Context: an optimization exercise on an open-source flow, tuned for small area and a short achievable clock period. The choices shown serve that exercise and are no tape-out recipe.
In this exercise RTL edits were held to simulation tests only and were not proved equivalent to the original.
Power is estimated from default activity; no workload was simulated.

[config.mk]
export PLATFORM = sky130hd
export DESIGN_NAME = tdisto_accum
export DESIGN_NICKNAME = tdisto_accum
export VERILOG_FILES = /design/flow/design.v
export SDC_FILE = /design/flow/constraint.sdc
export NUM_CORES = 4
export LEC_CHECK = 0
export CAP_MARGIN = 20
export CORE_MARGIN = 2
export CORE_UTILIZATION = 60
export SETUP_SLACK_MARGIN = 2.8
export SLEW_MARGIN = 20
[constraint.sdc]
create_clock -name core_clock -period 7.0 [get_ports {clk}]
set_input_delay 1.4000 -clock core_clock [delete_from_list [all_inputs] [get_ports {clk}]]
set_output_delay 1.4000 -clock core_clock [all_outputs]
set_load 0.01 [all_outputs]
[design.v]
module tdisto_accum (
  input  logic        clk,
  input  logic        rst_n,
  input  logic        start,
  input  logic [15:0] tlambda,
  input  logic [31:0] sum_a,
  input  logic        done_a,
  input  logic [31:0] sum_b,
  input  logic        done_b,
  output logic        busy,
  output logic [31:0] disto,
  output logic        disto_valid,
  output logic        err
);
  localparam logic [1:0] S_IDLE = 2'd0;
  localparam logic [1:0] S_ACC  = 2'd1;
  localparam logic [1:0] S_MUL  = 2'd2;
  localparam logic [1:0] S_OUT  = 2'd3;
  function automatic logic [2:0] booth(input logic [2:0] b);
    booth[0] = b[1] ^ b[0];
    booth[1] = (b[2] & ~b[1] & ~b[0]) | (~b[2] & b[1] & b[0]);
    booth[2] = b[2] & ~(b[1] & b[0]);
  endfunction
  logic [1:0]  state_q;
  logic        pend_a_q, pend_b_q;
  logic        vld_q;
  logic [4:0]  cnt_q;
  logic        busy_q, disto_valid_q, err_q;
  logic [31:0] disto_q;
  logic [15:0] tl_q;
  logic [2:0]  neg_q, two_q, one_q;
  logic [2:0]  negn_q, twon_q, onen_q;
  logic [31:0] hold_q;
  logic [30:0] acc_q;
  logic [31:0] r_q;
  logic [3:0]  l_q;
  logic in_acc, in_mul, in_out;
  assign in_acc = (state_q == S_ACC);
  assign in_mul = (state_q == S_MUL);
  assign in_out = (state_q == S_OUT);
  logic consume;
  assign consume = in_acc & pend_a_q & pend_b_q;
  logic        a_wait, b_wait, a_next;
  logic [31:0] a_op, b_op;
  logic [32:0] diff;
  logic [27:0] dq;
  logic        zq;
  assign a_wait = pend_a_q & ~pend_b_q;
  assign b_wait = pend_b_q & ~pend_a_q;
  assign a_op   = a_wait ? hold_q : sum_a;
  assign b_op   = b_wait ? hold_q : sum_b;
  assign diff   = {a_op[31], a_op} - {b_op[31], b_op};
  assign a_next = done_a | a_wait;
  logic        dneg;
  logic [27:0] mag_x;
  logic        mag_c;
  assign dneg  = dq[27];
  assign mag_x = dq ^ {28{dneg}};
  assign mag_c = dneg & zq;
  logic [31:0] acc_sum2;
  logic [30:0] acc_sum;
  assign acc_sum2 = {acc_q, mag_c} + {3'd0, mag_x, mag_c};
  assign acc_sum  = acc_sum2[31:1];
  logic [2:0] d0_s1, d1_s1, d2_s1, d0_s2, d1_s2, d2_s2, d0_s3, d1_s3, d2_s3;
  logic [2:0] d0_s1q, d1_s1q, d2_s1q;
  assign d0_s1 = booth({tlambda[1:0], 1'b0});
  assign d1_s1 = booth(tlambda[3:1]);
  assign d2_s1 = booth(tlambda[5:3]);
  assign d0_s1q = booth({tl_q[1:0], 1'b0});
  assign d1_s1q = booth(tl_q[3:1]);
  assign d2_s1q = booth(tl_q[5:3]);
  assign d0_s2 = booth(tl_q[7:5]);
  assign d1_s2 = booth(tl_q[9:7]);
  assign d2_s2 = booth(tl_q[11:9]);
  assign d0_s3 = booth(tl_q[13:11]);
  assign d1_s3 = booth(tl_q[15:13]);
  assign d2_s3 = booth({2'b00, tl_q[15]});
  logic [14:0] k_add;
  assign k_add = {d1_s3[2], 1'b0, d0_s3[2], 1'b0, d2_s2[2], 1'b0, d1_s2[2], 1'b1,
                  d0_s2[2], 1'b0, neg_q[2], 1'b0, neg_q[1], 1'b0, neg_q[0]};
  logic [32:0] addend;
  assign addend = in_acc ? {18'd0, k_add} : {r_q[31], r_q};
  logic [31:0] ax, ax2, pp0, pp1, pp2;
  assign ax  = {1'b0, acc_q};
  assign ax2 = {ax[30:0], 1'b0};
  assign pp0[15:0]  = (({16{one_q[0]}} & ax[15:0]) | ({16{two_q[0]}} & ax2[15:0])) ^ {16{neg_q[0]}};
  assign pp1[15:0]  = (({16{one_q[1]}} & ax[15:0]) | ({16{two_q[1]}} & ax2[15:0])) ^ {16{neg_q[1]}};
  assign pp2[15:0]  = (({16{one_q[2]}} & ax[15:0]) | ({16{two_q[2]}} & ax2[15:0])) ^ {16{neg_q[2]}};
  assign pp0[31:16] = (({16{~onen_q[0]}} & ax[31:16]) | ({16{~twon_q[0]}} & ax2[31:16])) ^ {16{~negn_q[0]}};
  assign pp1[31:16] = (({16{~onen_q[1]}} & ax[31:16]) | ({16{~twon_q[1]}} & ax2[31:16])) ^ {16{~negn_q[1]}};
  assign pp2[31:16] = (({16{~onen_q[2]}} & ax[31:16]) | ({16{~twon_q[2]}} & ax2[31:16])) ^ {16{~negn_q[2]}};
  logic fs0, fc0;
  logic fs1, fc1;
  logic fs2, fc2;
  logic fs3, fc3;
  logic fs4, fc4;
  logic fs5, fc5;
  logic fs6, fc6;
  logic fs7, fc7;
  logic fs8, fc8;
  logic fs9, fc9;
  logic fs10, fc10;
  logic fs11, fc11;
  logic fs12, fc12;
  logic fs13, fc13;
  logic fs14, fc14;
  logic fs15, fc15;
  logic fs16, fc16;
  logic fs17, fc17;
  logic fs18, fc18;
  logic fs19, fc19;
  logic fs20, fc20;
  logic fs21, fc21;
  logic fs22, fc22;
  logic fs23, fc23;
  logic fs24, fc24;
  logic fs25, fc25;
  logic fs26, fc26;
  logic fs27, fc27;
  logic fs28, fc28;
  logic fs29, fc29;
  logic fs30, fc30;
  logic fs31, fc31;
  logic fs32, fc32;
  logic fs33, fc33;
  logic fs34, fc34;
  logic fs35, fc35;
  logic fs36, fc36;
  logic fs37, fc37;
  logic fs38, fc38;
  logic fs39, fc39;
  logic fs40, fc40;
  logic fs41, fc41;
  logic fs42, fc42;
  logic fs43, fc43;
  logic fs44, fc44;
  logic fs45, fc45;
  logic fs46, fc46;
  logic fs47, fc47;
  logic fs48, fc48;
  logic fs49, fc49;
  logic fs50, fc50;
  logic fs51, fc51;
  logic fs52, fc52;
  logic fs53, fc53;
  logic fs54, fc54;
  logic fs55, fc55;
  logic fs56, fc56;
  logic fs57, fc57;
  logic fs58, fc58;
  logic fs59, fc59;
  logic fs60, fc60;
  logic fs61, fc61;
  logic fs62, fc62;
  logic fs63, fc63;
  assign fs0 = addend[2] ^ pp0[2] ^ pp1[0];
  assign fc0 = (addend[2] & pp0[2]) | (addend[2] & pp1[0]) | (pp0[2] & pp1[0]);
  assign fs1 = addend[3] ^ pp0[3] ^ pp1[1];
  assign fc1 = (addend[3] & pp0[3]) | (addend[3] & pp1[1]) | (pp0[3] & pp1[1]);
  assign fs2 = addend[4] ^ pp0[4] ^ pp1[2];
  assign fc2 = (addend[4] & pp0[4]) | (addend[4] & pp1[2]) | (pp0[4] & pp1[2]);
  assign fs3 = pp2[0] ^ fc1 ^ fs2;
  assign fc3 = (pp2[0] & fc1) | (pp2[0] & fs2) | (fc1 & fs2);
  assign fs4 = addend[5] ^ pp0[5] ^ pp1[3];
  assign fc4 = (addend[5] & pp0[5]) | (addend[5] & pp1[3]) | (pp0[5] & pp1[3]);
  assign fs5 = pp2[1] ^ fc2 ^ fs4;
  assign fc5 = (pp2[1] & fc2) | (pp2[1] & fs4) | (fc2 & fs4);
  assign fs6 = addend[6] ^ pp0[6] ^ pp1[4];
  assign fc6 = (addend[6] & pp0[6]) | (addend[6] & pp1[4]) | (pp0[6] & pp1[4]);
  assign fs7 = pp2[2] ^ fc4 ^ fs6;
  assign fc7 = (pp2[2] & fc4) | (pp2[2] & fs6) | (fc4 & fs6);
  assign fs8 = addend[7] ^ pp0[7] ^ pp1[5];
  assign fc8 = (addend[7] & pp0[7]) | (addend[7] & pp1[5]) | (pp0[7] & pp1[5]);
  assign fs9 = pp2[3] ^ fc6 ^ fs8;
  assign fc9 = (pp2[3] & fc6) | (pp2[3] & fs8) | (fc6 & fs8);
  assign fs10 = addend[8] ^ pp0[8] ^ pp1[6];
  assign fc10 = (addend[8] & pp0[8]) | (addend[8] & pp1[6]) | (pp0[8] & pp1[6]);
  assign fs11 = pp2[4] ^ fc8 ^ fs10;
  assign fc11 = (pp2[4] & fc8) | (pp2[4] & fs10) | (fc8 & fs10);
  assign fs12 = addend[9] ^ pp0[9] ^ pp1[7];
  assign fc12 = (addend[9] & pp0[9]) | (addend[9] & pp1[7]) | (pp0[9] & pp1[7]);
  assign fs13 = pp2[5] ^ fc10 ^ fs12;
  assign fc13 = (pp2[5] & fc10) | (pp2[5] & fs12) | (fc10 & fs12);
  assign fs14 = addend[10] ^ pp0[10] ^ pp1[8];
  assign fc14 = (addend[10] & pp0[10]) | (addend[10] & pp1[8]) | (pp0[10] & pp1[8]);
  assign fs15 = pp2[6] ^ fc12 ^ fs14;
  assign fc15 = (pp2[6] & fc12) | (pp2[6] & fs14) | (fc12 & fs14);
  assign fs16 = addend[11] ^ pp0[11] ^ pp1[9];
  assign fc16 = (addend[11] & pp0[11]) | (addend[11] & pp1[9]) | (pp0[11] & pp1[9]);
  assign fs17 = pp2[7] ^ fc14 ^ fs16;
  assign fc17 = (pp2[7] & fc14) | (pp2[7] & fs16) | (fc14 & fs16);
  assign fs18 = addend[12] ^ pp0[12] ^ pp1[10];
  assign fc18 = (addend[12] & pp0[12]) | (addend[12] & pp1[10]) | (pp0[12] & pp1[10]);
  assign fs19 = pp2[8] ^ fc16 ^ fs18;
  assign fc19 = (pp2[8] & fc16) | (pp2[8] & fs18) | (fc16 & fs18);
  assign fs20 = addend[13] ^ pp0[13] ^ pp1[11];
  assign fc20 = (addend[13] & pp0[13]) | (addend[13] & pp1[11]) | (pp0[13] & pp1[11]);
  assign fs21 = pp2[9] ^ fc18 ^ fs20;
  assign fc21 = (pp2[9] & fc18) | (pp2[9] & fs20) | (fc18 & fs20);
  assign fs22 = addend[14] ^ pp0[14] ^ pp1[12];
  assign fc22 = (addend[14] & pp0[14]) | (addend[14] & pp1[12]) | (pp0[14] & pp1[12]);
  assign fs23 = pp2[10] ^ fc20 ^ fs22;
  assign fc23 = (pp2[10] & fc20) | (pp2[10] & fs22) | (fc20 & fs22);
  assign fs24 = addend[15] ^ pp0[15] ^ pp1[13];
  assign fc24 = (addend[15] & pp0[15]) | (addend[15] & pp1[13]) | (pp0[15] & pp1[13]);
  assign fs25 = pp2[11] ^ fc22 ^ fs24;
  assign fc25 = (pp2[11] & fc22) | (pp2[11] & fs24) | (fc22 & fs24);
  assign fs26 = addend[16] ^ pp0[16] ^ pp1[14];
  assign fc26 = (addend[16] & pp0[16]) | (addend[16] & pp1[14]) | (pp0[16] & pp1[14]);
  assign fs27 = pp2[12] ^ fc24 ^ fs26;
  assign fc27 = (pp2[12] & fc24) | (pp2[12] & fs26) | (fc24 & fs26);
  assign fs28 = addend[17] ^ pp0[17] ^ pp1[15];
  assign fc28 = (addend[17] & pp0[17]) | (addend[17] & pp1[15]) | (pp0[17] & pp1[15]);
  assign fs29 = pp2[13] ^ fc26 ^ fs28;
  assign fc29 = (pp2[13] & fc26) | (pp2[13] & fs28) | (fc26 & fs28);
  assign fs30 = addend[18] ^ pp0[18] ^ pp1[16];
  assign fc30 = (addend[18] & pp0[18]) | (addend[18] & pp1[16]) | (pp0[18] & pp1[16]);
  assign fs31 = pp2[14] ^ fc28 ^ fs30;
  assign fc31 = (pp2[14] & fc28) | (pp2[14] & fs30) | (fc28 & fs30);
  assign fs32 = addend[19] ^ pp0[19] ^ pp1[17];
  assign fc32 = (addend[19] & pp0[19]) | (addend[19] & pp1[17]) | (pp0[19] & pp1[17]);
  assign fs33 = pp2[15] ^ fc30 ^ fs32;
  assign fc33 = (pp2[15] & fc30) | (pp2[15] & fs32) | (fc30 & fs32);
  assign fs34 = addend[20] ^ pp0[20] ^ pp1[18];
  assign fc34 = (addend[20] & pp0[20]) | (addend[20] & pp1[18]) | (pp0[20] & pp1[18]);
  assign fs35 = pp2[16] ^ fc32 ^ fs34;
  assign fc35 = (pp2[16] & fc32) | (pp2[16] & fs34) | (fc32 & fs34);
  assign fs36 = addend[21] ^ pp0[21] ^ pp1[19];
  assign fc36 = (addend[21] & pp0[21]) | (addend[21] & pp1[19]) | (pp0[21] & pp1[19]);
  assign fs37 = pp2[17] ^ fc34 ^ fs36;
  assign fc37 = (pp2[17] & fc34) | (pp2[17] & fs36) | (fc34 & fs36);
  assign fs38 = addend[22] ^ pp0[22] ^ pp1[20];
  assign fc38 = (addend[22] & pp0[22]) | (addend[22] & pp1[20]) | (pp0[22] & pp1[20]);
  assign fs39 = pp2[18] ^ fc36 ^ fs38;
  assign fc39 = (pp2[18] & fc36) | (pp2[18] & fs38) | (fc36 & fs38);
  assign fs40 = addend[23] ^ pp0[23] ^ pp1[21];
  assign fc40 = (addend[23] & pp0[23]) | (addend[23] & pp1[21]) | (pp0[23] & pp1[21]);
  assign fs41 = pp2[19] ^ fc38 ^ fs40;
  assign fc41 = (pp2[19] & fc38) | (pp2[19] & fs40) | (fc38 & fs40);
  assign fs42 = addend[24] ^ pp0[24] ^ pp1[22];
  assign fc42 = (addend[24] & pp0[24]) | (addend[24] & pp1[22]) | (pp0[24] & pp1[22]);
  assign fs43 = pp2[20] ^ fc40 ^ fs42;
  assign fc43 = (pp2[20] & fc40) | (pp2[20] & fs42) | (fc40 & fs42);
  assign fs44 = addend[25] ^ pp0[25] ^ pp1[23];
  assign fc44 = (addend[25] & pp0[25]) | (addend[25] & pp1[23]) | (pp0[25] & pp1[23]);
  assign fs45 = pp2[21] ^ fc42 ^ fs44;
  assign fc45 = (pp2[21] & fc42) | (pp2[21] & fs44) | (fc42 & fs44);
  assign fs46 = addend[26] ^ pp0[26] ^ pp1[24];
  assign fc46 = (addend[26] & pp0[26]) | (addend[26] & pp1[24]) | (pp0[26] & pp1[24]);
  assign fs47 = pp2[22] ^ fc44 ^ fs46;
  assign fc47 = (pp2[22] & fc44) | (pp2[22] & fs46) | (fc44 & fs46);
  assign fs48 = addend[27] ^ pp0[27] ^ pp1[25];
  assign fc48 = (addend[27] & pp0[27]) | (addend[27] & pp1[25]) | (pp0[27] & pp1[25]);
  assign fs49 = pp2[23] ^ fc46 ^ fs48;
  assign fc49 = (pp2[23] & fc46) | (pp2[23] & fs48) | (fc46 & fs48);
  assign fs50 = addend[28] ^ pp0[28] ^ pp1[26];
  assign fc50 = (addend[28] & pp0[28]) | (addend[28] & pp1[26]) | (pp0[28] & pp1[26]);
  assign fs51 = pp2[24] ^ fc48 ^ fs50;
  assign fc51 = (pp2[24] & fc48) | (pp2[24] & fs50) | (fc48 & fs50);
  assign fs52 = addend[29] ^ pp0[29] ^ pp1[27];
  assign fc52 = (addend[29] & pp0[29]) | (addend[29] & pp1[27]) | (pp0[29] & pp1[27]);
  assign fs53 = pp2[25] ^ fc50 ^ fs52;
  assign fc53 = (pp2[25] & fc50) | (pp2[25] & fs52) | (fc50 & fs52);
  assign fs54 = addend[30] ^ pp0[30] ^ pp1[28];
  assign fc54 = (addend[30] & pp0[30]) | (addend[30] & pp1[28]) | (pp0[30] & pp1[28]);
  assign fs55 = pp2[26] ^ fc52 ^ fs54;
  assign fc55 = (pp2[26] & fc52) | (pp2[26] & fs54) | (fc52 & fs54);
  assign fs56 = addend[31] ^ pp0[31] ^ pp1[29];
  assign fc56 = (addend[31] & pp0[31]) | (addend[31] & pp1[29]) | (pp0[31] & pp1[29]);
  assign fs57 = pp2[27] ^ fc54 ^ fs56;
  assign fc57 = (pp2[27] & fc54) | (pp2[27] & fs56) | (fc54 & fs56);
  assign fs58 = ~neg_q[0] ^ ~addend[32] ^ pp1[30];
  assign fc58 = (~neg_q[0] & ~addend[32]) | (~neg_q[0] & pp1[30]) | (~addend[32] & pp1[30]);
  assign fs59 = pp2[28] ^ fc56 ^ fs58;
  assign fc59 = (pp2[28] & fc56) | (pp2[28] & fs58) | (fc56 & fs58);
  assign fs60 = 1'b1 ^ pp1[31] ^ pp2[29];
  assign fc60 = (1'b1 & pp1[31]) | (1'b1 & pp2[29]) | (pp1[31] & pp2[29]);
  assign fs61 = fc58 ^ fs60 ^ fc59;
  assign fc61 = (fc58 & fs60) | (fc58 & fc59) | (fs60 & fc59);
  assign fs62 = ~neg_q[1] ^ pp2[30] ^ fc60;
  assign fc62 = (~neg_q[1] & pp2[30]) | (~neg_q[1] & fc60) | (pp2[30] & fc60);
  assign fs63 = 1'b1 ^ pp2[31] ^ fc62;
  assign fc63 = (1'b1 & pp2[31]) | (1'b1 & fc62) | (pp2[31] & fc62);
  logic [37:0] row_s, row_c, x;
  assign row_s = {1'b1, ~neg_q[2], fs63, fc61, fs61, fc57, fc55, fc53, fc51, fc49, fc47, fc45, fc43, fc41, fc39, fc37, fc35, fc33, fc31, fc29, fc27, fc25, fc23, fc21, fc19, fc17, fc15, fc13, fc11, fc9, fc7, fc5, fc3, fs3, fc0, fs0, addend[1], addend[0]};
  assign row_c = {1'b0, fc63, 1'b0, fs62, 1'b0, fs59, fs57, fs55, fs53, fs51, fs49, fs47, fs45, fs43, fs41, fs39, fs37, fs35, fs33, fs31, fs29, fs27, fs25, fs23, fs21, fs19, fs17, fs15, fs13, fs11, fs9, fs7, fs5, 1'b0, fs1, 1'b0, pp0[1], pp0[0]};
  assign x = row_s + row_c;
  logic [6:0] hs, hc, hx;
  logic       c28, nz0, nz1, sat;
  assign hs  = row_s[34:28];
  assign hc  = row_c[34:28];
  assign hx  = hs ^ hc;
  assign c28 = x[28] ^ row_s[28] ^ row_c[28];
  assign nz0 = (hx != {hs[5:0] | hc[5:0], 1'b0});
  assign nz1 = ~&hx;
  assign sat = c28 ? nz1 : nz0;
  logic [31:0] disto_res;
  assign disto_res = {x[27:0], l_q} | {32{sat}};
  logic acc_done;
  assign acc_done = in_acc & vld_q & cnt_q[4];
  logic [2:0] dig0_d, dig1_d, dig2_d;
  always_comb begin
    if (start) begin
      dig0_d = d0_s1;  dig1_d = d1_s1;  dig2_d = d2_s1;
    end else if (acc_done) begin
      dig0_d = d0_s2;  dig1_d = d1_s2;  dig2_d = d2_s2;
    end else if (in_mul) begin
      dig0_d = d0_s3;  dig1_d = d1_s3;  dig2_d = d2_s3;
    end else begin
      dig0_d = d0_s1q; dig1_d = d1_s1q; dig2_d = d2_s1q;
    end
  end
  always_ff @(posedge clk) begin
    if (!rst_n) begin
      state_q       <= S_IDLE;
      pend_a_q      <= 1'b0;
      pend_b_q      <= 1'b0;
      vld_q         <= 1'b0;
      busy_q        <= 1'b0;
      disto_valid_q <= 1'b0;
      err_q         <= 1'b0;
      disto_q       <= 32'd0;
    end else begin
      busy_q        <= start | (state_q != S_IDLE);
      disto_valid_q <= ~start & in_out;
      vld_q         <= ~start & consume;
      if (start) begin
        state_q  <= S_ACC;
        pend_a_q <= 1'b0;
        pend_b_q <= 1'b0;
        err_q    <= 1'b0;
      end else begin
        case (state_q)
          S_ACC: begin
            if (acc_done) state_q <= S_MUL;
            pend_a_q <= done_a | (pend_a_q & ~consume);
            pend_b_q <= done_b | (pend_b_q & ~consume);
            if ((done_a & pend_a_q & ~consume) | (done_b & pend_b_q & ~consume))
              err_q <= 1'b1;
          end
          S_MUL: state_q <= S_OUT;
          S_OUT: begin
            state_q <= S_IDLE;
            disto_q <= disto_res;
          end
          default: ;
        endcase
      end
    end
  end
  always_ff @(posedge clk) begin
    if (start) tl_q <= tlambda;
    {neg_q[0], two_q[0], one_q[0]} <= dig0_d;
    {neg_q[1], two_q[1], one_q[1]} <= dig1_d;
    {neg_q[2], two_q[2], one_q[2]} <= dig2_d;
    {negn_q[0], twon_q[0], onen_q[0]} <= ~dig0_d;
    {negn_q[1], twon_q[1], onen_q[1]} <= ~dig1_d;
    {negn_q[2], twon_q[2], onen_q[2]} <= ~dig2_d;
    hold_q <= a_next ? a_op : b_op;
    dq   <= diff[32:5];
    zq   <= ~|diff[4:0];
    if (start) begin
      acc_q <= 31'd0;
      cnt_q <= 5'd0;
    end else if (consume & ~cnt_q[4]) begin
      acc_q <= acc_sum;
      cnt_q <= cnt_q + 5'd1;
    end
    r_q <= x[37:6];
    l_q <= x[5:2];
  end
  assign busy        = busy_q;
  assign disto       = disto_q;
  assign disto_valid = disto_valid_q;
  assign err         = err_q;
endmodule
[flow/run.sh]
#!/bin/bash
# The standard layout, with plain buffers on the ports instead of the
# delay-cell buffers that buffer_ports picks by default.
set -euo pipefail
export BUFFER_PORTS_ARGS="-buffer_cell sky130_fd_sc_hd__buf_1"
bash standard.sh finish > standard_flow.log 2>&1
[standard.sh]
#!/bin/bash
# synth_recipe.tcl (not shown) runs the flow's synth.tcl, then flattens the netlist and writes it again
# the make line also repeats each setting of config.mk as NAME=value (left out here)
make -C /OpenROAD-flow-scripts/flow DESIGN_CONFIG=/design/flow/config.mk WORK_HOME=/design/flow/orfs CLKGATE_MAP_FILE= SYNTH_SCRIPT=/design/flow/synth_recipe.tcl "${@:-finish}"
==> results of run 1 <==
-- final timing paths --
path                                 start         end  slack, ns
worst max register to register  state_q[1]  disto_q[6]       2.66
worst max-delay path            state_q[1]  disto_q[6]       2.66
worst min register to register    cnt_q[1]    cnt_q[1]       0.49
worst min-delay path              cnt_q[1]    cnt_q[1]       0.49
-- routing by layer --
| metal | vias to the layer above | track usage, % | part of all wire, % |
|---|---|---|---|
| li1 | 6435 | - | - |
| met5 | - | 0 | 0 |
| met4 | 0 | 6.35 | 2.2 |
| met3 | 55 | 2.68 | 4.3 |
| met1 | 5937 | 36.3 | 48 |
| met2 | 315 | 42.9 | 46 |
-- cells by family after synthesis --
kind of cell	synth area share (%)
compound gates	21.8
xor+xnor	12.0
fa+ha+maj	17.1
buf+inv	5.72
flops	27.5
mux	4.79
simple gates	11.2
-- cell usage in the layout, fill, tap and decap left out, drive strengths merged, types with 18 or more instances in the layout --
cell type / n
mux2: 32
dfxtp: 191
nor2: 116
o21ai: 69
buf: 167
ha: 110
o221a: 32
a21oi: 132
a211oi: 18
fa: 65
o22ai: 45
xor2: 94
nand2b: 19
inv: 149
nand2: 122
mux2i: 39
a22oi: 48
xnor2: 119
nand3: 23
nor3: 20
a21o: 38
clkbuf: 28
-- metrics by stage --
step | power (mW) | hold WS [ns] | util [%] | worst slack [ns] | instance area (um^2)
finish | 7.61 | 0.488 | 69.9 | 2.66 | 18100
global route | 8.12 | 0.505 | 69.9 | 2.49 | 18100
CTS | 7.29 | 0.485 | 68.9 | 2.69 | 17800
detailed placement | 5.23 | 0.469 | 62.9 | 1.65 | 16300
global placement | 5.19 | 0.450 | 62.9 | 1.81 | 16300
floorplan | 4.47 | 0.449 | - | 2.81 | 15700
-- power by group through the flow --
stage | Sequential, mW | Clock [mW] | Combinational, mW
after global routing | 1.61 | 1.48 | 5.02
after CTS | 1.59 | 1.44 | 4.27
after detailed placement | 1.61 | 0 | 3.62
final | 1.60 | 1.41 | 4.60
after floorplan | 1.52 | 0 | 2.96
after global placement | 1.61 | 0 | 3.58
-- worst max-delay path: cells and delay by family, from the launching register on --
kind / cells / cell delay, ns
adder cells (fa/ha/maj): 3 / 1.43
AND/OR/NAND/NOR: 5 / 1.17
XOR/XNOR: 1 / 0.21
buffers and inverters: 4 / 0.39
AO/OA/AOI/OAI: 3 / 0.66
flip-flops: 1 / 0.37
-- final cells by class --
type                    count  area share (%)
well taps                 335            2.32
inverters                 144            3.01
flip-flops and latches    207            24.1
repair buffers            168            4.79
clock inverters            19            1.36
clock buffers              27            3.68
multi-input cells        1326            60.7
-- state kept, by name, indices dropped and copies added, names as in the netlist, 2 cells and up --
signal,count
acc_q,31
cnt_q,5
disto_q,32
dq,28
hold_q,32
l_q,4
neg_q,3
negn_q,3
one_q,3
onen_q,3
r_q,32
state_q,2
tl_q,16
two_q,3
twon_q,3
-- timing repair --
action | CTS | global route
buffers inserted | 27 | 14
gates resized for setup | 81 | 37
pin swaps | 56 | 22
gates cloned | 6 | 0
endpoints found under the setup margin | 58 | 49
==> impl_metrics.csv, run 1 <==
group,metric,value,unit
yosys,synthMostInstantiatedCell,"dfxtp_1",
yosys,synth_area_leaders,"dfxtp_1 24%, ha_1 8.8%, fa_1 8.3%",
run_status,run_status,"no timing/DRC/antenna violations",
floorplanning,die_w,166,um
yosys,synth_ff_type,"dfxtp_1",
sta,fin_crit_sh,62.0,%
drt,drtAntennaViolNets,0,
finish,drive_gt1_share,13.2,%
pwr,power_density,421,nW/um^2
worst_setup_path,criticalPathCategory,"reg2reg",
floorplanning,die_h,166,um
floorplanning,rows,59,
sta,timing.slew.headroom,27.9,%
drt,wl_per_cell,16.3,um
sta,drv_slew,0,
yosys,syn_nets,2018,
drt,drt_iter0_drc,914,
floorplanning,ios,120,
global_routing,grt_start_max_net_pins,62,
place,dp_cells,2133,
global_routing,antenna_found_initial,0,
sta,setup_tns,0,ns
worst_setup_path,cpPeakStageDelay,0.53,ns
worst_setup_path,slowest_stage,"fa_1",
cts,cts_buffers,25,
drt,vias_per_cell,5.72,
place,gp_congestion,0.860,
cts,root_buffer,"clkbuf_16",
cts,clockBufferDepth,3,
cts,clock_latency,0.55,ns
yosys,ys.warnings.count,1,
cts,cts_tree,"done",
finish,multi_input_area,11000,um^2
finish,antenna_cells,0,
yosys,synth_top_cell_by_area,"dfxtp_1",
yosys,synth_area_per_cell,8.91,um^2
pwr,p_leak,7.57,nW
yosys,ys_seq_area_share,27.5,%
place,place.port_buffers,119,
sta,period_needed,4.34,ns
global_routing,track_usage,25.8,%
yosys,synth_edf_count,16,
worst_setup_path,cp_max_fo,19,
min_path,hold_path_depth,2,
worst_setup_path,r2r_cells,16,
worst_setup_path,cp-start-kind,"flop",
cts,clock_sinks,207,
sta,hold_viol_final,0,
flow_run,cap_violations,0,
yosys,ys_ff_latch,207,
yosys,synth_area,15700,um^2
sta,setup_violations,0,
cts,htreeDepth,1,
drt,drcViolationCount,0,
yosys,ys_top_cells_by_count,"191 x dfxtp_1, 143 x inv_1, 129 x a21oi_1",
worst_setup_path,crit_path_end_kind,"flop",
pwr,p_clk_share,18.6,%
finish,fillers,2088,
finish,nets,2132,
cts,holdBufCountCts,0,
worst_setup_path,crit_chain,"nand2b_4 -> buf_6 -> and2_1 -> fa_1 -> inv_1 -> fa_1 -> inv_1 -> ha_1 -> nand4_1 -> nor2_1 -> a31oi_4 -> o21ba_4 -> xnor2_4 -> buf_6 -> nand3_4 -> o221a_1",
finish,final-seq-area,4360,um^2
global_routing,grt_pass1_wl,60.2,mm
sta,worstMarginPinSlew,1.08,ns
floorplanning,start_util,60.6,%
pwr,share_comb_of_total_power,60.5,%
yosys,synth_top_area_share,24.4,%
place,dpl.hpwl,26.2,mm
pwr,p_int,4.32,mW
finish,fin_cells,2226,
global_routing,grt.overflow.total,0,
floorplanning,core_area,25800,um^2
pwr,switching_power,3.28,mW
yosys,synthCells,1758,
pwr,sw_frac_of_total,43.1,%
drt,vias,12742,
yosys,async_flop_share,0,%
worst_setup_path,cp.required,7.43,ns
pwr,seqPwrFrac,21.0,%
sta,skew,0.0149,ns
yosys,ys_types,89,
drt,dr.pass1.iters,6,
drt,routed_wl,36.3,mm
sta,rsz0062_at_grt,"true",
worst_setup_path,crit_arrival,4.77,ns
global_routing,grt_pass1_vias,12147,
cts,clk_pin_slew,0.06,ns
pwr,ir_drop,0.000551,V
sta,clock.fmax,230,MHz
min_path,hp-class,"reg2reg",
finish,area_growth,15.3,%
floorplanning,die_area,27400,um^2
==> run 2, diff against run 1 <==
--- a/config.mk
+++ b/config.mk
@@ -9,4 +9,4 @@
 export CORE_MARGIN = 2
 export CORE_UTILIZATION = 60
-export SETUP_SLACK_MARGIN = 2.8
+export SETUP_SLACK_MARGIN = 3.1
 export SLEW_MARGIN = 20
==> impl_metrics.csv, run 2 <==
group,metric,value,unit
worst_setup_path,cp_num_cells,17,
yosys,synth_area_per_cell,8.91,um^2
yosys,synth_ff_type,"dfxtp_1",
place,placed_cell_area,16400,um^2
finish,final_area,18500,um^2
cts,htreeDepth,1,
pwr,switching_power,3.47,mW
floorplanning,core_area,25800,um^2
sta,fin_crit_sh,62.2,%
yosys,async_flop_share,0,%
sta,clock.fmax,230,MHz
sta,worstMarginPinSlew,0.910,ns
cts,clockBufferDepth,3,
drt,wl_per_cell,17.1,um
finish,fillers,1983,
drt,vias_per_cell,5.80,
sta,setup_tns,0,ns
yosys,ys_seq_area_share,27.5,%
yosys,synthMuxAreaShare,4.79,%
sta,hold_viol_final,0,
worst_setup_path,endpoint,"disto_q[11]",
worst_setup_path,r2r_cells,17,
worst_setup_path,cpPeakStageDelay,0.54,ns
worst_setup_path,crit_chain,"buf_4 -> nand2b_1 -> o21ai_1 -> fa_1 -> inv_1 -> fa_1 -> inv_1 -> ha_1 -> nand2_1 -> o21bai_2 -> o211ai_4 -> a31oi_4 -> o21ba_4 -> xnor2_4 -> buf_12 -> nand3_4 -> o221a_1",
worst_setup_path,critPathBufInv,4,
sta,drv_slew,0,
yosys,synth_edf_count,16,
sta,timing.slew.headroom,39.2,%
yosys,synthCells,1758,
pwr,power_density,431,nW/um^2
place,place.port_buffers,119,
cts,cts_buffers,24,
pwr,seqPwrFrac,19.9,%
pwr,p_clk_share,17.1,%
run_status,run_status,"no timing/DRC/antenna violations",
drt,routed_wl,38.4,mm
worst_setup_path,rrSetupSlack,2.64,ns
yosys,ys_types,89,
cts,clock_latency,0.54,ns
pwr,sw_frac_of_total,43.4,%
yosys,synthMostInstantiatedCell,"dfxtp_1",
yosys,synth_xor_area_share,12.0,%
floorplanning,die_w,166,um
yosys,synth_top_family_by_area,"compound AO/OA/AOI/OAI gates",
yosys,ys_ff_latch,207,
finish,mostFrequentLayoutCells,"162 x dfxtp_1, 140 x inv_1, 118 x a21oi_1, 118 x buf_1, 117 x nand2_1",
worst_setup_path,criticalPathCategory,"reg2reg",
worst_setup_path,crit_path_end_kind,"flop",
min_path,hp-class,"reg2reg",
cts,root_buffer,"clkbuf_16",
worst_setup_path,crit_family,"adder cells",
floorplanning,ios,120,
pwr,p_int,4.52,mW
worst_setup_path,cp_max_fo,8,
sta,skew,0.0110,ns
cts,clk_pin_slew,0.06,ns
drt,drt_iter0_drc,1042,
global_routing,grt_pass1_vias,12562,
yosys,ys.warnings.count,1,
yosys,synthAdderAreaFrac,17.1,%
finish,fin_cells,2245,
yosys,ys_top_cells_by_count,"191 x dfxtp_1, 143 x inv_1, 129 x a21oi_1",
yosys,synth_top_area_share,24.4,%
finish,antenna_cells,0,
yosys,synth_top_cell_by_area,"dfxtp_1",
worst_setup_path,r2r-end,"disto_q[11]",
cts,holdBufCountCts,0,
floorplanning,rows,59,
global_routing,grt_pass1_wl,62.7,mm
drt,dr.pass1.iters,6,
sta,setup_violations,0,
floorplanning,die_area,27400,um^2
drt,drcViolationCount,0,
finish,drive_gt1_share,16.0,%
finish,nets,2152,
global_routing,grt_start_max_net_pins,68,
place,dpl.hpwl,26.9,mm
global_routing,antenna_found_initial,0,
global_routing,track_usage,27.0,%
worst_setup_path,cp-start-kind,"flop",
drt,vias,13027,
floorplanning,start_util,60.6,%
worst_setup_path,slowest_stage,"fa_1",
worst_setup_path,setup.worst_path.start,"tl_q[11]",
drt,drtAntennaViolNets,0,
floorplanning,die_h,166,um
flow_run,cap_violations,0,
finish,layout_commonest_cell,"dfxtp_1",
place,gp_congestion,0.882,
finish,reg.largest.list,"disto_q x32, hold_q x32, r_q x32",
yosys,synth_area_leaders,"dfxtp_1 24%, ha_1 8.8%, fa_1 8.3%",
global_routing,grt.overflow.total,0,
cts,clock_sinks,207,
worst_setup_path,r2r-start,"tl_q[11]",
yosys,synth-compound-area-share,21.8,%
worst_setup_path,crit_arrival,4.78,ns
worst_setup_path,cp.required,7.42,ns
yosys,synth-simple-area-share,11.2,%
pwr,share_comb_of_total_power,63.1,%
yosys,syn_nets,2018,
cts,cts_tree,"done",
sta,period_needed,4.36,ns
pwr,ir_drop,0.000587,V
yosys,synth_area,15700,um^2
sta,rsz0062_at_grt,"true",
finish,area_growth,18.4,%
place,dp_cells,2131,
pwr,p_leak,7.73,nW
-- run 2: changes by cell type in the layout (fill, tap and decap cells not counted), moves of 4 or more --
cell / previous run / this run
buf_6: 3 / 10
a21oi_2: 8 / 12
a21oi_1: 122 / 118
a22oi_1: 47 / 42
clkbuf_8: 1 / 5
ha_1: 97 / 92
o21ai_0: 58 / 54
ha_4: 8 / 12
buf_4: 43 / 53
nor2_1: 111 / 107
a22oi_2: 1 / 6
-- run 2: metrics by stage --
step / utilization (%) / hold slack (ns) / power, mW / setup slack (ns)
after detailed placement: 63.4 / 0.469 / 5.34 / 1.85
final: 71.8 / 0.481 / 7.99 / 2.64
after global placement: 63.4 / 0.463 / 5.30 / 1.95
after CTS: 70.2 / 0.485 / 7.37 / 2.74
after global routing: 71.8 / 0.503 / 8.51 / 2.49
after floorplan: - / 0.449 / 4.60 / 2.90
-- run 2: worst min path at each step --
stage,start,endpoint,depth (start not counted)
global route,cnt_q[1],cnt_q[1],2
CTS,err_q,err_q,2
finish,acc_q[29],acc_q[29],2
floorplan,acc_q[17],acc_q[17],2
detailed placement,err_q,err_q,2
global placement,err_q,err_q,2
-- run 2: kinds of logic after synthesis --
logic type,after synthesis
mux,71
fa+ha+maj,175
buf+inv,231
compound gates,485
xor+xnor,213
simple gates,376
flops,207
-- run 2: final cells by class --
class | count | area, um^2 | share of cell area [%]
clock buffers | 33 | 706 | 3.81
well taps | 335 | 419 | 2.26
flip-flops and latches | 207 | 4370 | 23.5
repair buffers | 188 | 1080 | 5.82
inverters | 144 | 543 | 2.93
multi-input cells | 1327 | 11300 | 60.7
clock inverters | 11 | 171 | 0.924
-- run 2: power groups by stage --
stage	registers, mW	logic, mW	clock network (mW)
3_3_place_gp	1.60	3.70	0
2_1_floorplan	1.52	3.08	0
5_1_grt	1.61	5.47	1.43
6_report	1.59	5.04	1.36
3_5_place_dp	1.60	3.74	0
4_1_cts	1.58	4.40	1.39
-- run 2: per-layer routing --
layer  vias up  track usage (%)  share of wire (%)
li1       6484                -                  -
met1      6123             37.6                 46
met4         0             7.90                2.8
met5         -                0                  0
met2       358             44.9                 47
met3        62             2.72                4.2
-- run 2: worst min-delay path, delay by kind of cell, from the launching register on --
family	cells	cell delay, ns
AOI/OAI and AO/OA	2	0.13
DFF	1	0.31
-- run 2: what timing repair did --
item                                    4_1_cts  5_1_grt
cloned                                        7        0
buffers inserted                             46       17
pin swaps                                    40       38
endpoints found under the setup margin       71       57
resized for setup                           102       57
==> run 3, diff against run 2 <==
--- a/config.mk
+++ b/config.mk
@@ -9,4 +9,5 @@
 export CORE_MARGIN = 2
 export CORE_UTILIZATION = 60
-export SETUP_SLACK_MARGIN = 3.1
+export PLACE_DENSITY = 0.75
+export SETUP_SLACK_MARGIN = 2.5
 export SLEW_MARGIN = 20
==> impl_metrics.csv, run 3 <==
group,metric,value,unit
drt,dr.pass1.iters,6,
yosys,ys_top_cells_by_count,"191 x dfxtp_1, 143 x inv_1, 129 x a21oi_1",
finish,drive_gt1_share,10.0,%
sta,fin_crit_sh,65.1,%
worst_setup_path,r2r-start,"tl_q[5]",
yosys,synth_area_leaders,"dfxtp_1 24%, ha_1 8.8%, fa_1 8.3%",
floorplanning,ios,120,
drt,routed_wl,36.4,mm
drt,wl_per_cell,16.6,um
yosys,ys.warnings.count,1,
worst_setup_path,cp_num_cells,18,
yosys,synth_area,15700,um^2
sta,worstMarginPinSlew,1.06,ns
worst_setup_path,crit_chain,"ha_1 -> nor2b_1 -> nand2_1 -> nand2_2 -> fa_1 -> inv_1 -> fa_1 -> inv_1 -> ha_4 -> a211oi_1 -> nor2_1 -> o41ai_1 -> a21boi_1 -> o221ai_1 -> a21oi_2 -> a221o_1 -> a21o_1 -> a31oi_1",
yosys,synthAdderAreaFrac,17.1,%
place,place.port_buffers,119,
yosys,synthMostInstantiatedCell,"dfxtp_1",
global_routing,grt.overflow.total,0,
finish,reg.largest.list,"disto_q x32, hold_q x32, r_q x32",
yosys,synth_area_per_cell,8.91,um^2
min_path,hold_path_depth,2,
drt,drt_iter0_drc,790,
finish,area_growth,12.9,%
floorplanning,rows,59,
finish,antenna_cells,0,
yosys,synth-simple-area-share,11.2,%
finish,post-route-util,68.4,%
place,placed_cell_area,16300,um^2
global_routing,track_usage,25.4,%
yosys,ys_types,89,
yosys,ys_seq_area_share,27.5,%
worst_setup_path,critPathBufInv,2,
sta,setup_violations,0,
finish,multi_input_area,10800,um^2
min_path,min-delay-start,"err_q",
worst_setup_path,crit_arrival,5.01,ns
sta,timing.slew.headroom,29.3,%
yosys,synthCells,1758,
worst_setup_path,slowest_stage,"edfxtp_1",
finish,mostFrequentLayoutCells,"173 x dfxtp_1, 143 x inv_1, 125 x a21oi_1, 120 x nand2_1",
yosys,synth_top_cell_by_area,"dfxtp_1",
finish,layout_commonest_cell,"dfxtp_1",
sta,hold_viol_final,0,
yosys,synth_xor_area_share,12.0,%
worst_setup_path,cp.required,7.45,ns
finish,nets,2108,
floorplanning,core_area,25800,um^2
sta,setup_tns,0,ns
place,dpl.hpwl,26.6,mm
drt,drcViolationCount,0,
worst_setup_path,cp-start-kind,"flop",
sta,period_needed,4.56,ns
sta,rsz0062_at_grt,"true",
flow_run,cap_violations,0,
yosys,syn_nets,2018,
cts,clock_latency,0.53,ns
floorplanning,die_h,166,um
drt,vias_per_cell,5.83,
global_routing,grt_start_max_net_pins,81,
cts,clockBufferDepth,3,
drt,vias,12826,
finish,final_area,17700,um^2
sta,drv_slew,0,
yosys,synth_top_family_by_area,"compound AO/OA/AOI/OAI gates",
cts,root_buffer,"clkbuf_16",
floorplanning,die_area,27400,um^2
min_path,hp-class,"reg2reg",
yosys,synth_top_area_share,24.4,%
yosys,async_flop_share,0,%
worst_setup_path,cp_max_fo,4,
sta,setup_ws,2.44,ns
global_routing,grt_pass1_wl,59.5,mm
yosys,synthMuxAreaShare,4.79,%
yosys,synth_ff_type,"dfxtp_1",
cts,htreeDepth,1,
global_routing,antenna_found_initial,0,
drt,drtAntennaViolNets,0,
cts,clock_sinks,207,
place,gp_congestion,0.891,
yosys,ys_ff_latch,207,
worst_setup_path,cpPeakStageDelay,0.43,ns
cts,clk_pin_slew,0.06,ns
worst_setup_path,criticalPathCategory,"reg2reg",
worst_setup_path,crit_family,"compound AO/OA/AOI/OAI gates",
pwr,p_leak,7.41,nW
global_routing,grt_pass1_vias,12296,
pwr,power_density,404,nW/um^2
run_status,run_status,"no timing/DRC/antenna violations",
worst_setup_path,rrSetupSlack,2.44,ns
yosys,synth-compound-area-share,21.8,%
worst_setup_path,crit_path_end_kind,"flop",
sta,skew,0.0127,ns
finish,fillers,2021,
cts,cts_buffers,25,
min_path,hold_path_end,"err_q",
cts,cts_tree,"done",
floorplanning,die_w,166,um
yosys,synth_edf_count,16,
worst_setup_path,r2r_cells,18,
floorplanning,start_util,60.6,%
sta,clock.fmax,220,MHz
finish,final-seq-area,4340,um^2
worst_setup_path,r2r-end,"r_q[31]",
pwr,ir_drop,0.000411,V
place,pre_cts_slack,1.86,ns
run 3: cell types whose count changed in the layout (fill, tap and decap cells not counted), sizes merged:
cell and change:
clkbuf +3, nand2b -2, clkinv -1, buf -45
run 3: logic make-up after synthesis:
group / count (synthesis)
compound gates: 485
simple gates: 376
buf+inv: 231
xor+xnor: 213
flops: 207
fa+ha+maj: 175
mux: 71
run 3: routing by layer:
metal | vias to the layer above | global-route usage [%] | part of all wire (%)
li1 | 6397 | - | -
met1 | 5948 | 35.1 | 46
met2 | 403 | 42.1 | 46
met3 | 78 | 3.25 | 5.1
met4 | 0 | 6.84 | 2.9
met5 | - | 0 | 0
run 3: worst max path at each step:
stage | endpoint | from | slack [ns]
finish | r_q[31] | tl_q[5] | 2.44
global route | r_q[31] | state_q[1] | 2.32
CTS | disto_q[10] | state_q[1] | 2.47
detailed placement | disto_q[0] | neg_q[0] | 1.86
global placement | disto_q[0] | neg_q[0] | 1.98
floorplan | disto_q[27] | state_q[1] | 2.61
run 3: layout make-up:
cell class                      instances  share of cell area [%]
Tap cell                              335                    2.37
Sequential cell                       207                    24.5
Clock buffer                           34                    4.02
Inverter                              144                    3.06
Clock inverter                         10                   0.828
Multi-Input combinational cell       1325                    61.1
Timing Repair Buffer                  145                    4.14
run 3: metrics by stage:
| stage | hold WS (ns) | power [mW] | cells |
|---|---|---|---|
| 2_1_floorplan | 0.449 | 4.47 | 1758 |
| 3_3_place_gp | 0.454 | 5.15 | 2131 |
| 3_5_place_dp | 0.471 | 5.22 | 2132 |
| 4_1_cts | 0.480 | 6.86 | 2184 |
| 5_1_grt | 0.497 | 7.66 | 2200 |
| 6_report | 0.473 | 7.14 | 2200 |
run 3: power breakdown:
group / total [mW] / internal (mW) / switching (mW)
clock network: 1.35 / 0.826 / 0.522
registers: 1.59 / 1.44 / 0.143
logic: 4.21 / 1.78 / 2.43
run 3: tightest hold or removal path, cell delays in order (launching register included):
cell     delay, ns
dfxtp_1       0.32
a21oi_1       0.04
nor2_1        0.07
run 3: repair_timing:
item	in CTS	in global routing
resized for setup	23	52
pin swaps	3	22
endpoints found under the setup margin	39	39
hold buffers	0	0
hold endpoints to repair	0	0
cloned	3	4
setup buffers	5	12
==> run 4, diff against run 3 <==
--- a/config.mk
+++ b/config.mk
@@ -6,8 +6,8 @@
 export NUM_CORES = 4
 export LEC_CHECK = 0
+export ABC_AREA = 1
 export CAP_MARGIN = 20
 export CORE_MARGIN = 2
 export CORE_UTILIZATION = 60
-export PLACE_DENSITY = 0.75
 export SETUP_SLACK_MARGIN = 2.5
 export SLEW_MARGIN = 20
==> impl_metrics.csv, run 4 <==
group,metric,value,unit
yosys,synth_edf_count,16,
sta,setup_tns,0,ns
global_routing,grt.overflow.total,0,
cts,cts_tree,"done",
yosys,ys_seq_area_share,24.8,%
floorplanning,ios,120,
yosys,syn_nets,2692,
finish,final-seq-area,4310,um^2
pwr,power_density,409,nW/um^2
worst_setup_path,crit_arrival,4.71,ns
finish,nets,2782,
sta,hold_viol_final,0,
worst_setup_path,criticalPathCategory,"reg2reg",
yosys,synth_area_leaders,"dfxtp_1 22%, nand2_1 9.5%, inv_1 8.9%",
cts,clock_latency,0.53,ns
finish,drive_gt1_share,6.54,%
place,dpl.hpwl,36.1,mm
place,place.port_buffers,119,
yosys,synth_top_area_share,22.1,%
yosys,synthCells,2432,
worst_setup_path,crit_path_end_kind,"flop",
yosys,synth_area,17300,um^2
yosys,ys.warnings.count,1,
floorplanning,die_w,174,um
worst_setup_path,critPathBufInv,5,
pwr,ir_drop,0.000219,V
drt,drtAntennaViolNets,0,
sta,fin_crit_sh,61.0,%
sta,setup_ws,2.73,ns
pwr,share_comb_of_total_power,63.3,%
finish,fillers,2581,
drt,wl_per_cell,15.9,um
finish,reg.largest.list,"disto_q x32, hold_q x32, r_q x32",
worst_setup_path,cp.required,7.43,ns
worst_setup_path,cpPeakStageDelay,0.61,ns
place,placed_cell_area,17900,um^2
sta,rsz0062_at_grt,"false",
sta,worstMarginPinSlew,0.835,ns
floorplanning,rows,62,
global_routing,grt_pass1_vias,15765,
worst_setup_path,cp_num_cells,17,
cts,root_buffer,"clkbuf_16",
pwr,switching_power,3.97,mW
cts,holdBufCountCts,0,
cts,clockBufferDepth,3,
yosys,synth_ff_type,"dfxtp_1",
worst_setup_path,cp-start-kind,"flop",
yosys,ys_top_cells_by_count,"441 x nand2_1, 411 x inv_1, 224 x nor2_1",
drt,vias,15853,
yosys,synth_top_cell_by_area,"dfxtp_1",
yosys,synthMostInstantiatedCell,"nand2_1",
sta,holdWs,0.481,ns
finish,mostFrequentLayoutCells,"438 x nand2_1, 408 x inv_1, 221 x nor2_1, 185 x dfxtp_1, 165 x xor2_1",
finish,layout_commonest_cell,"nand2_1",
min_path,hp-class,"reg2reg",
cts,cts_buffers,25,
worst_setup_path,slowest_stage,"dfxtp_1",
drt,dr.pass1.iters,6,
drt,drt_iter0_drc,1086,
sta,drv_slew,0,
min_path,hold_path_depth,1,
floorplanning,die_area,30300,um^2
pwr,power,7.81,mW
yosys,synth_area_per_cell,7.13,um^2
place,pre_cts_slack,2.06,ns
global_routing,track_usage,30.5,%
flow_run,cap_violations,0,
global_routing,grt_start_max_net_pins,65,
finish,area_growth,10.2,%
pwr,p_leak,9.46,nW
worst_setup_path,crit_family,"adder cells",
drt,routed_wl,46.4,mm
drt,vias_per_cell,5.42,
yosys,ys_ff_latch,207,
cts,htreeDepth,1,
cts,clk_pin_slew,0.06,ns
finish,final_area,19100,um^2
pwr,p_int,3.84,mW
pwr,p_clk_share,16.9,%
sta,timing.slew.headroom,44.0,%
pwr,sw_frac_of_total,50.8,%
floorplanning,die_h,174,um
global_routing,grt_pass1_wl,76.2,mm
sta,skew,0.0150,ns
pwr,seqPwrFrac,19.8,%
yosys,async_flop_share,0,%
drt,drcViolationCount,0,
worst_setup_path,r2r_cells,17,
yosys,ys_types,61,
global_routing,antenna_found_initial,0,
sta,period_needed,4.27,ns
floorplanning,start_util,60.7,%
finish,multi_input_area,11300,um^2
sta,setup_violations,0,
run_status,run_status,"no timing/DRC/antenna violations",
worst_setup_path,crit_chain,"inv_2 -> xor2_1 -> fa_1 -> fa_1 -> inv_1 -> fa_1 -> inv_1 -> ha_1 -> a211oi_1 -> o211ai_1 -> nor4_4 -> nand3_4 -> buf_12 -> nand2_8 -> nand3_2 -> nand2_1 -> inv_1",
finish,antenna_cells,0,
sta,clock.fmax,234,MHz
place,gp_congestion,0.992,
worst_setup_path,cp_max_fo,9,
cts,clock_sinks,207,
floorplanning,core_area,28500,um^2
[run 4: cell types whose count changed after synthesis, sizes merged, moves of 71 or more]
cell and change:
nand3 +81, o21ai +95, inv +270, nor2 +116, xor2 +71, nand2 +333, xnor2 -92
[run 4: layout make-up]
| cell class | instances | share of cell area (%) |
|---|---|---|
| sequential | 207 | 22.6 |
| tap | 384 | 2.52 |
| clock inverter | 12 | 0.570 |
| timing repair buffer | 133 | 3.18 |
| timing repair inverter | 1 | 0.0393 |
| clock buffer | 33 | 3.86 |
| multi-input combinational | 1736 | 59.0 |
| inverter | 418 | 8.23 |
[run 4: power groups by stage]
stage                     clock network (mW)  registers, mW  logic (mW)
after global routing                    1.38           1.57        5.48
after floorplan                            0           1.52        3.50
after detailed placement                   0           1.56        4.66
after global placement                     0           1.56        4.63
final                                   1.32           1.55        4.94
after CTS                               1.34           1.54        4.74
[run 4: kinds of logic after synthesis]
logic type	synth area share (%)
AO/OA/AOI/OAI	16.1
XOR/XNOR	9.70
adder cells (fa/ha/maj)	15.4
buffers and inverters	11.3
flip-flops	24.8
multiplexers	0.700
AND/OR/NAND/NOR	21.8
[run 4: path summary, 6_finish.rpt]
| path | startpoint | endpoint | slack [ns] |
|---|---|---|---|
| worst max-delay path | negn_q[1] | disto_q[29] | 2.73 |
| worst min-delay path | cnt_q[3] | cnt_q[3] | 0.48 |
| worst max register to register | negn_q[1] | disto_q[29] | 2.73 |
| worst min register to register | cnt_q[3] | cnt_q[3] | 0.48 |
[run 4: routing by layer]
layer / GRT usage (%) / vias up / share of wire (%)
met3: 2.60 / 109 / 4.6
met4: 11.0 / 0 / 4.0
met2: 55.4 / 485 / 49
met5: 0 / - / 0
li1: - / 8038 / -
met1: 37.6 / 7221 / 42
[run 4: metrics by stage]
step	cells	util (%)
after floorplan	2432	-
after detailed placement	2869	62.8
after CTS	2920	66.2
after global routing	2924	66.9
final	2924	66.9
after global placement	2869	62.8
[run 4: what timing repair did]
item / in CTS / in global routing
setup endpoints to repair: 47 / 45
resized for setup: 12 / 28
buffers inserted: 2 / 3
cloned: 4 / 1
pin swaps: 2 / 2
==> run 5, diff against run 4 <==
--- a/config.mk
+++ b/config.mk
@@ -6,5 +6,4 @@
 export NUM_CORES = 4
 export LEC_CHECK = 0
-export ABC_AREA = 1
 export CAP_MARGIN = 20
 export CORE_MARGIN = 2
==> impl_metrics.csv, run 5 <==
group,metric,value,unit
finish,nets,2104,
cts,clock_latency,0.54,ns
worst_setup_path,r2r-start,"state_q[1]",
yosys,syn_nets,2018,
pwr,power_density,406,nW/um^2
yosys,ys_types,89,
finish,drive_gt1_share,9.94,%
worst_setup_path,cp-start-kind,"flop",
sta,period_needed,4.45,ns
finish,fillers,2188,
yosys,synth_edf_count,16,
yosys,synth_top_cell_by_area,"dfxtp_1",
flow_run,cap_violations,0,
place,placed_cell_area,16300,um^2
worst_setup_path,rrSetupSlack,2.55,ns
cts,clk_pin_slew,0.06,ns
place,dpl.hpwl,26.5,mm
min_path,hp-class,"reg2reg",
min_path,hold_path_end,"err_q",
yosys,ys_ff_latch,207,
run_status,run_status,"no timing/DRC/antenna violations",
finish,mostFrequentLayoutCells,"178 x dfxtp_1, 142 x inv_1, 125 x a21oi_1, 121 x nand2_1, 118 x buf_1",
global_routing,antenna_found_initial,0,
yosys,synth_ff_type,"dfxtp_1",
sta,skew,0.0144,ns
cts,cts_buffers,24,
yosys,ys_seq_area_share,27.5,%
floorplanning,die_area,27400,um^2
cts,htreeDepth,1,
worst_setup_path,crit_chain,"nand2b_4 -> buf_12 -> nand2_1 -> nand2_1 -> fa_1 -> inv_1 -> fa_1 -> inv_1 -> ha_4 -> a21oi_4 -> o221ai_2 -> o21bai_2 -> o211ai_4 -> buf_4 -> or4_1 -> a31o_1 -> a31oi_2 -> xnor2_2 -> o221a_1",
yosys,async_flop_share,0,%
floorplanning,start_util,60.6,%
worst_setup_path,slowest_stage,"fa_1",
sta,fin_crit_sh,63.6,%
yosys,synth_area_per_cell,8.91,um^2
worst_setup_path,cp.required,7.43,ns
worst_setup_path,crit_path_end_kind,"flop",
finish,post-route-util,67.9,%
worst_setup_path,cp_max_fo,38,
yosys,synthCells,1758,
worst_setup_path,critPathBufInv,4,
drt,routed_wl,35.5,mm
drt,wl_per_cell,16.2,um
yosys,synth_area,15700,um^2
cts,holdBufCountCts,0,
global_routing,grt_start_max_net_pins,62,
cts,cts_tree,"done",
global_routing,grt_pass1_vias,11949,
drt,dr.pass1.iters,5,
cts,clock_sinks,207,
worst_setup_path,cpPeakStageDelay,0.53,ns
sta,clock.fmax,224,MHz
finish,final_area,17600,um^2
place,pre_cts_slack,1.85,ns
worst_setup_path,crit_arrival,4.88,ns
place,place.port_buffers,119,
min_path,min-delay-start,"err_q",
sta,hold_viol_final,0,
global_routing,track_usage,25.0,%
sta,setup_violations,0,
floorplanning,die_w,166,um
sta,worstMarginPinSlew,1.04,ns
pwr,p_leak,7.33,nW
drt,vias,12396,
yosys,ys.warnings.count,1,
floorplanning,rows,59,
yosys,synth_top_area_share,24.4,%
sta,timing.slew.headroom,30.1,%
sta,drv_slew,0,
sta,rsz0062_at_grt,"true",
global_routing,grt_pass1_wl,58.5,mm
floorplanning,core_area,25800,um^2
yosys,ys_top_cells_by_count,"191 x dfxtp_1, 143 x inv_1, 129 x a21oi_1",
finish,reg.largest.list,"disto_q x32, hold_q x32, r_q x32",
cts,root_buffer,"clkbuf_16",
yosys,synthMostInstantiatedCell,"dfxtp_1",
sta,holdWs,0.480,ns
floorplanning,die_h,166,um
floorplanning,ios,120,
worst_setup_path,r2r-end,"disto_q[26]",
worst_setup_path,criticalPathCategory,"reg2reg",
min_path,hold_path_depth,2,
finish,layout_commonest_cell,"dfxtp_1",
yosys,synth_area_leaders,"dfxtp_1 24%, ha_1 8.8%, fa_1 8.3%",
drt,drtAntennaViolNets,0,
place,gp_congestion,0.872,
cts,clockBufferDepth,3,
drt,drcViolationCount,0,
pwr,ir_drop,0.000499,V
sta,setup_tns,0,ns
worst_setup_path,r2r_cells,19,
finish,antenna_cells,0,
drt,vias_per_cell,5.64,
global_routing,grt.overflow.total,0,
drt,drt_iter0_drc,686,
finish,area_growth,12.0,%
sta,setup_ws,2.55,ns
worst_setup_path,crit_family,"compound AO/OA/AOI/OAI gates",
==> run 5: cell types whose count changed in the layout (fill, tap and decap cells not counted), sizes merged, moves of 31 or more <==
cell / before / now
nand3: 101 / 23
o221a: 1 / 32
o22ai: 90 / 45
mux2: 1 / 32
xnor2: 27 / 119
a22oi: 1 / 48
inv: 417 / 146
nor2: 232 / 116
o21ai: 164 / 69
nand2: 458 / 122
xor2: 165 / 94
==> run 5: kinds of logic after synthesis <==
group	count (synthesis)	synth area share (%)
multiplexers	71	4.79
buffers and inverters	231	5.72
XOR/XNOR	213	12.0
adder cells (fa/ha/maj)	175	17.1
flip-flops	207	27.5
AO/OA/AOI/OAI	485	21.8
AND/OR/NAND/NOR	376	11.2
==> run 5: power by group <==
group / switching (mW) / leakage [nW] / internal (mW)
combinational: 2.45 / 5.22 / 1.85
sequential: 0.150 / 1.74 / 1.44
clock: 0.546 / 0.370 / 0.689
total: 3.15 / 7.33 / 3.98
==> run 5: layer usage <==
metal | up-vias | wire, um | GRT usage [%]
li1 | 6390 | - | -
met1 | 5686 | 17200 | 35.5
met2 | 275 | 16300 | 41.5
met3 | 45 | 1420 | 2.77
met4 | 0 | 653 | 4.91
met5 | - | 0 | 0
==> run 5: repair_timing <==
action	in CTS	in global routing
pin swaps	6	15
setup buffers	8	7
setup endpoints to repair	38	38
cloned	4	1
gates resized for setup	23	48
hold endpoints to repair	0	0
==> run 5: worst max path at each step <==
stage | from | end | slack, ns | cells past startpoint
after floorplan | state_q[1] | disto_q[27] | 2.61 | 20
after global placement | neg_q[0] | disto_q[0] | 1.93 | 15
after detailed placement | neg_q[1] | disto_q[0] | 1.85 | 15
after CTS | state_q[1] | disto_q[4] | 2.50 | 19
after global routing | state_q[1] | disto_q[26] | 2.37 | 19
final | state_q[1] | disto_q[26] | 2.55 | 19
==> run 5: worst register-to-register path, stage by stage, from the launching register on <==
cell and delay, ns:
dfxtp_1 0.36, nand2b_4 0.17, buf_12 0.17, nand2_1 0.08, nand2_1 0.08, fa_1 0.53
inv_1 0.05, fa_1 0.48, inv_1 0.07, ha_4 0.27, a21oi_4 0.20, o221ai_2 0.15
o21bai_2 0.23, o211ai_4 0.12, buf_4 0.18, or4_1 0.40, a31o_1 0.27, a31oi_2 0.24
xnor2_2 0.10, o221a_1 0.20
==> run 5: final cells by class <==
| type | instances | area (um^2) | share of cell area (%) |
|---|---|---|---|
| multi-input combinational | 1325 | 10800 | 61.7 |
| sequential | 207 | 4320 | 24.6 |
| timing repair buffer | 142 | 649 | 3.70 |
| clock buffer | 25 | 614 | 3.50 |
| inverter | 144 | 541 | 3.08 |
| tap | 335 | 419 | 2.39 |
| clock inverter | 19 | 174 | 0.991 |
==> run 5: stage by stage <==
step,power [mW],cells
6_report,7.13,2197
5_1_grt,7.66,2197
4_1_cts,6.80,2189
3_5_place_dp,5.25,2133
3_3_place_gp,5.20,2133
2_1_floorplan,4.47,1758
==> run 6, diff against run 5 <==
--- a/design.v
+++ b/design.v
@@ -31,5 +31,5 @@
   logic [2:0]  neg_q, two_q, one_q;
   logic [2:0]  negn_q, twon_q, onen_q;
-  logic [31:0] hold_q;
+  logic [31:0] v_q;
   logic [30:0] acc_q;
   logic [31:0] r_q;
@@ -41,5 +41,5 @@
   logic consume;
   assign consume = in_acc & pend_a_q & pend_b_q;
-  logic        a_wait, b_wait, a_next;
+  logic        a_wait, b_wait, a_next, b_next;
   logic [31:0] a_op, b_op;
   logic [32:0] diff;
@@ -48,8 +48,11 @@
   assign a_wait = pend_a_q & ~pend_b_q;
   assign b_wait = pend_b_q & ~pend_a_q;
-  assign a_op   = a_wait ? hold_q : sum_a;
-  assign b_op   = b_wait ? hold_q : sum_b;
+  assign a_op   = a_wait ? v_q : sum_a;
+  assign b_op   = b_wait ? v_q : sum_b;
   assign diff   = {a_op[31], a_op} - {b_op[31], b_op};
   assign a_next = done_a | a_wait;
+  assign b_next = done_b | b_wait;
+  assign dq     = v_q[27:0];
+  assign zq     = v_q[28];
   logic        dneg;
   logic [27:0] mag_x;
@@ -357,7 +360,7 @@
     {negn_q[1], twon_q[1], onen_q[1]} <= ~dig1_d;
     {negn_q[2], twon_q[2], onen_q[2]} <= ~dig2_d;
-    hold_q <= a_next ? a_op : b_op;
-    dq   <= diff[32:5];
-    zq   <= ~|diff[4:0];
+    if (a_next & b_next) v_q <= {3'd0, ~|diff[4:0], diff[32:5]};
+    else if (a_next)     v_q <= a_op;
+    else                 v_q <= b_op;
     if (start) begin
       acc_q <= 31'd0;
==> impl_metrics.csv, run 6 <==
group,metric,value,unit
run_status,run_status,"no timing/DRC/antenna violations",
finish,final_area,16900,um^2
global_routing,grt_pass1_vias,12472,
yosys,synth_area_leaders,"dfxtp_1 21%, ha_1 9.0%, fa_1 8.5%",
floorplanning,start_util,60.9,%
yosys,synthMostInstantiatedCell,"nand2_1",
floorplanning,die_h,164,um
global_routing,grt.overflow.total,0,
floorplanning,core_area,25100,um^2
pwr,p_leak,7.21,nW
place,placed_cell_area,15900,um^2
sta,skew,0.0142,ns
drt,drtAntennaViolNets,0,
worst_setup_path,crit_arrival,4.75,ns
worst_setup_path,crit_family,"simple AND/OR/NAND/NOR gates",
place,gp_congestion,0.870,
sta,clock.fmax,227,MHz
floorplanning,rows,58,
yosys,ys.warnings.count,1,
cts,clockBufferDepth,2,
pwr,power,6.45,mW
yosys,ys_seq_area_share,24.3,%
sta,setup_ws,2.59,ns
sta,period_needed,4.41,ns
drt,wl_per_cell,16.8,um
drt,drcViolationCount,0,
yosys,synth_top_area_share,21.2,%
sta,setup_violations,0,
sta,rsz0062_at_grt,"true",
finish,area_growth,10.5,%
finish,antenna_cells,0,
pwr,ir_drop,0.000656,V
worst_setup_path,crit_chain,"nand2b_4 -> buf_8 -> and2_1 -> fa_1 -> inv_1 -> fa_1 -> inv_1 -> ha_2 -> and3_4 -> and2_4 -> a2111oi_4 -> nor2_1 -> or3_4 -> a21bo_1 -> or2_1 -> a21oi_2 -> xnor2_1 -> o21ba_1",
sta,holdWs,0.454,ns
drt,dr.pass1.iters,5,
flow_run,cap_violations,0,
global_routing,grt_start_max_net_pins,67,
finish,nets,2208,
sta,hold_viol_final,0,
cts,root_buffer,"clkbuf_16",
worst_setup_path,cpPeakStageDelay,0.53,ns
cts,clock_latency,0.44,ns
finish,fin_cells,2291,
yosys,synth_ff_type,"dfxtp_1",
sta,timing.slew.headroom,46.8,%
finish,mostFrequentLayoutCells,"255 x nand2_1, 148 x dfxtp_1, 147 x a21oi_1, 124 x inv_1, 122 x xnor2_1",
worst_setup_path,cp.required,7.34,ns
finish,reg.largest.list,"disto_q x32, r_q x32, v_q x32",
yosys,synth_area_per_cell,8.15,um^2
worst_setup_path,slowest_stage,"fa_1",
yosys,async_flop_share,0,%
yosys,ys_top_cells_by_count,"255 x nand2_1, 162 x dfxtp_1, 150 x a21oi_1",
pwr,power_density,382,nW/um^2
yosys,synthCells,1877,
cts,cts_buffers,17,
finish,layout_commonest_cell,"nand2_1",
sta,worstMarginPinSlew,0.795,ns
yosys,synth_edf_count,16,
worst_setup_path,setup.worst_path.start,"state_q[1]",
worst_setup_path,crit_path_end_kind,"flop",
drt,vias,13220,
place,dp_cells,2247,
cts,htreeDepth,4,
worst_setup_path,cp-start-kind,"flop",
drt,vias_per_cell,5.77,
yosys,syn_nets,2137,
yosys,synth_top_cell_by_area,"dfxtp_1",
floorplanning,ios,120,
finish,fillers,2216,
yosys,synth_area,15300,um^2
sta,drv_slew,0,
worst_setup_path,cp_max_fo,24,
worst_setup_path,critPathBufInv,3,
worst_setup_path,r2r-start,"state_q[1]",
global_routing,track_usage,28.7,%
cts,cts_tree,"done",
floorplanning,die_w,164,um
global_routing,antenna_found_initial,0,
place,pre_cts_slack,1.93,ns
cts,clock_sinks,178,
cts,clk_pin_slew,0.08,ns
min_path,min-delay-start,"l_q[3]",
drt,drt_iter0_drc,988,
worst_setup_path,criticalPathCategory,"reg2reg",
finish,post-route-util,67.3,%
floorplanning,die_area,26800,um^2
finish,drive_gt1_share,7.09,%
global_routing,grt_pass1_wl,62.2,mm
yosys,ys_types,81,
drt,routed_wl,38.4,mm
sta,fin_crit_sh,63.0,%
place,place.port_buffers,119,
place,dpl.hpwl,29.2,mm
sta,setup_tns,0,ns
yosys,ys_ff_latch,178,
cts,holdBufCountCts,0,
min_path,hp-class,"reg2reg",
[run 6: report_power, final]
| part | switching [mW] | internal, mW |
|---|---|---|
| Combinational | 2.39 | 1.70 |
| Clock | 0.479 | 0.485 |
| Sequential | 0.158 | 1.24 |
| Total | 3.03 | 3.42 |
[run 6: layout make-up]
type                    instances  area (um^2)  area share, %
clock buffers                  18          439           2.60
multi-input cells            1479        11000           65.2
repair buffers                145          662           3.92
clock inverters                14          143          0.844
flip-flops and latches        178         3750           22.2
inverters                     127          477           2.82
well taps                     330          413           2.44
[run 6: timing repair]
action	in CTS	in global routing
pin swaps	0	6
endpoints found under the setup margin	47	45
setup buffers	9	3
resized for setup	22	46
[run 6: logic make-up (layout without fill, tap and decap cells)]
kind of cell	count (synthesis)	after routing	share of synthesized area, %
compound gates	502	502	21.4
flops	178	178	24.3
buf+inv	220	304	5.42
xor+xnor	211	211	12.1
mux	47	47	3.09
fa+ha+maj	175	175	17.5
simple gates	544	544	16.1
[run 6: per-layer routing]
metal / GRT usage (%) / vias to the layer above / wire length [um]
met5: 0 / - / 0
met4: 6.22 / 0 / 533
met3: 3.30 / 34 / 1770
met2: 47.0 / 365 / 17700
met1: 40.8 / 6167 / 18400
li1: - / 6654 / -
[run 6: worst paths after layout]
| check | endpoint | slack, ns | depth (start not counted) |
|---|---|---|---|
| hold / removal | disto_q[3] | 0.45 | 2 |
| hold reg to reg | disto_q[3] | 0.45 | 2 |
| setup / recovery | disto_q[29] | 2.59 | 18 |
| setup reg to reg | disto_q[29] | 2.59 | 18 |
[run 6: worst reg2reg max path, cell delays in order, from the launching register on]
cell       delay [ns]
dfxtp_2          0.35
nand2b_4         0.17
buf_8            0.16
and2_1           0.19
fa_1             0.54
inv_1            0.05
fa_1             0.47
inv_1            0.04
ha_2             0.32
and3_4           0.21
and2_4           0.16
a2111oi_4        0.31
nor2_1           0.10
or3_4            0.38
a21bo_1          0.20
or2_1            0.24
a21oi_2          0.15
xnor2_1          0.09
o21ba_1          0.19

==> port drivers added, routing unchanged <==
Ports are ideal in the flow. The routed layouts listed here were re-timed in OpenROAD. Step 1, drivers: a clkbuf_16 drives clk and a buf_2 each remaining input, both assumed. Step 2 also shifts input and output timing later by t, the mid clock arrival at the registers, as if the neighbouring blocks saw the same clock. a / b / c = ideal / step 1 / step 2; a / b = the first two.
run | shift t [ns] | slack for setup (ns)
run 1 | 0.587 | 2.657 / 2.657 / 2.416
run 2 | 0.585 | 2.643 / 2.643 / 2.643
run 3 | 0.569 | 2.445 / 2.445 / 2.372
run 4 | 0.579 | 2.727 / 2.727 / 2.727
run 5 | 0.586 | 2.545 / 2.545 / 2.362
run 6 | 0.483 | 2.588 / 2.588 / 2.411
After both steps every run listed still meets setup and hold.
